This design comes from an exercise in tuning for small area on the open sky130 flow, not from production work.
Only simulation tests tie the RTL to the original design; equivalence was not proved.
No activity file was given, so power comes from the tool's default toggle rates.

Design vec_sequencer, start of the top module:
module vec_sequencer (
  input  logic                            clk_i,
  input  logic                            rst_ni,
  input  logic                            req_valid_i,
  output logic                            req_ready_o,
  input  logic [2:0]                      req_op_i,
  input  logic [4:0]                      req_vs1_i,
  input  logic                            req_use_vs1_i,
  input  logic [4:0]                      req_vs2_i,
  input  logic                            req_use_vs2_i,
  input  logic [4:0]                      req_vd_i,
  input  logic                            req_use_vd_i,
  output logic                            resp_valid_o,
  output logic                            resp_error_o,
  output logic                            idle_o,
  output logic                            pe_req_valid_o,
  input  logic                            pe_req_ready_i,
  output logic [2:0]                      pe_req_id_o,
  output logic [2:0]                      pe_req_op_o,
  output logic [4:0]                      pe_req_vs1_o,
  output logic [4:0]                      pe_req_vs2_o,
  output logic [4:0]                      pe_req_vd_o,
  output logic [7:0]                      pe_hazard_vs1_o,
  output logic [7:0]                      pe_hazard_vs2_o,
  output logic [7:0]                      pe_hazard_vd_o,
  output logic [7:0]                      vinsn_running_o,
  output logic [63:0]                     hazard_table_o,
  input  logic [31:0]                     unit_done_i,
  input  logic                            addrgen_ack_i,
  input  logic                            addrgen_error_i
);
Size: roughly 1200 cells after synthesis, ~260 flip-flops, roughly 180 I/O pins, about 0.013 mm^2 of cells after synthesis.
export LEC_CHECK = 0
export CAP_MARGIN = 10
export CORE_MARGIN = 2
export CORE_UTILIZATION = 40
export GPL_TIMING_DRIVEN = 0
export SLEW_MARGIN = 10
create_clock -name core_clock -period 6.0 [get_ports {clk_i}]
standard.sh (not shown) runs the stock make flow with config.mk's settings and CLKGATE_MAP_FILE= SYNTH_SCRIPT=/design/flow/synth_recipe.tcl, a recipe that flattens the netlist after the stock synthesis.
==> flow/flow/run.sh <==
#!/bin/bash
# Standard layout (standard.sh), with these changes:
#  - synthesis maps the logic with an area-oriented ABC script (flow/area.abc);
#    everything else in synthesis is synth_recipe.tcl as given
#  - the port buffers are made from the smallest buffer cell
#  - repair may not use the largest buffer cells (flow/small_bufs.tcl)
#  - a lighter clock tree: clkbuf_4 only, small sink clusters, no dummy loads
# make's whole output goes to standard_make.log; ORFS keeps each step's log
# under orfs/logs.
set -euo pipefail
W=$PWD
sed "s#@ABC@#$W/flow/area.abc#" flow/area_synth.tcl.in > "$W/area_synth.tcl"
export BUFFER_PORTS_ARGS="-buffer_cell sky130_fd_sc_hd__buf_1"
for s in FLOORPLAN GLOBAL_PLACE RESIZE REPAIR_TIMING_POST_PLACE CTS GLOBAL_ROUTE DETAIL_ROUTE; do
  export PRE_${s}_TCL="$W/flow/small_bufs.tcl"
done
export PRE_GLOBAL_PLACE_TCL="$W/flow/place_prep.tcl"
export CTS_ARGS="-sink_clustering_enable -repair_clock_nets -dont_use_dummy_load -buf_list {sky130_fd_sc_hd__clkbuf_4} -sink_clustering_size 10 -sink_clustering_max_diameter 40"
bash standard.sh finish SYNTH_SCRIPT="$W/area_synth.tcl" > standard_make.log 2>&1
==> flow/flow/area.abc <==
strash
dch
amap
==> flow/flow/area_synth.tcl.in <==
proc abc {args} {
  set i [lsearch -exact $args -script]
  if {$i >= 0} { lset args [expr {$i + 1}] @ABC@ }
  yosys abc {*}$args
}
proc synth {args} { yosys synth -nofsm -noshare {*}$args }
source $::env(SCRIPTS_DIR)/synth.tcl
# left out here: clear keep_hierarchy, flatten, clean up, hide names made inside functions, write 1_2_yosys.v
==> flow/flow/place_prep.tcl <==
# As timing-driven placement does: drop synthesis buffers before the ports get theirs
source [file join [file dirname [info script]] small_bufs.tcl]
remove_buffers
==> flow/flow/small_bufs.tcl <==
# Keep repair from reaching for the largest buffers
set_dont_use [get_lib_cells {sky130_fd_sc_hd__buf_6 sky130_fd_sc_hd__buf_8 sky130_fd_sc_hd__buf_12 sky130_fd_sc_hd__buf_16 sky130_fd_sc_hd__bufbuf_8 sky130_fd_sc_hd__bufbuf_16 sky130_fd_sc_hd__clkbuf_8 sky130_fd_sc_hd__clkbuf_16}]
The starting point passed the timing, design-rule and antenna checks.
Rerun with:
CAP_MARGIN = 20   (was 10)
SLEW_MARGIN = 20   (was 10)
Result:
- final area is higher by 0.48%
- critical path depth falls by 3
- count of clock-buffer cells in the layout climbs by 2
- total power increases by 0.46%
- worst hold slack improved by 16 ps
- combinational power went up by about 0.9%
- fmax grows by 13%

[afterwards: timing with drivers on the ports]
In the flow no input, the clock included, has a driving cell. The finished layouts below were timed again as built, in two steps.
Step 1 sets driving cells, clkbuf_16 on the clock port and buf_2 on the other inputs (assumed; they add their load-dependent delay and slew).
Step 2 times the ports against the registers' clock, not the clock port: input delays grow and output delays shrink by t, the midpoint of the rising clock arrivals with the driver on.
Three values: no drivers, after step 1, after step 2; two values: the first two.
| run | t (ns) | slack for setup (ns) | hold WS [ns] | worst setup path after step 2 | worst slew at a driven data input, ns |
|---|---|---|---|---|---|
| the first run | 0.705 | 0.686 / 0.709 / 0.004 | 0.407 / 0.380 / 0.468 | input to register | 0.06 |
| the second run | 0.707 | 1.295 / 1.295 / 0.766 | 0.424 / 0.396 / 0.468 | input to register | 0.06 |
After both steps every run listed still meets setup and hold. The setup slack of the first run, which loses most, moves by +0.023 ns with the drivers and by -0.682 ns with both steps.
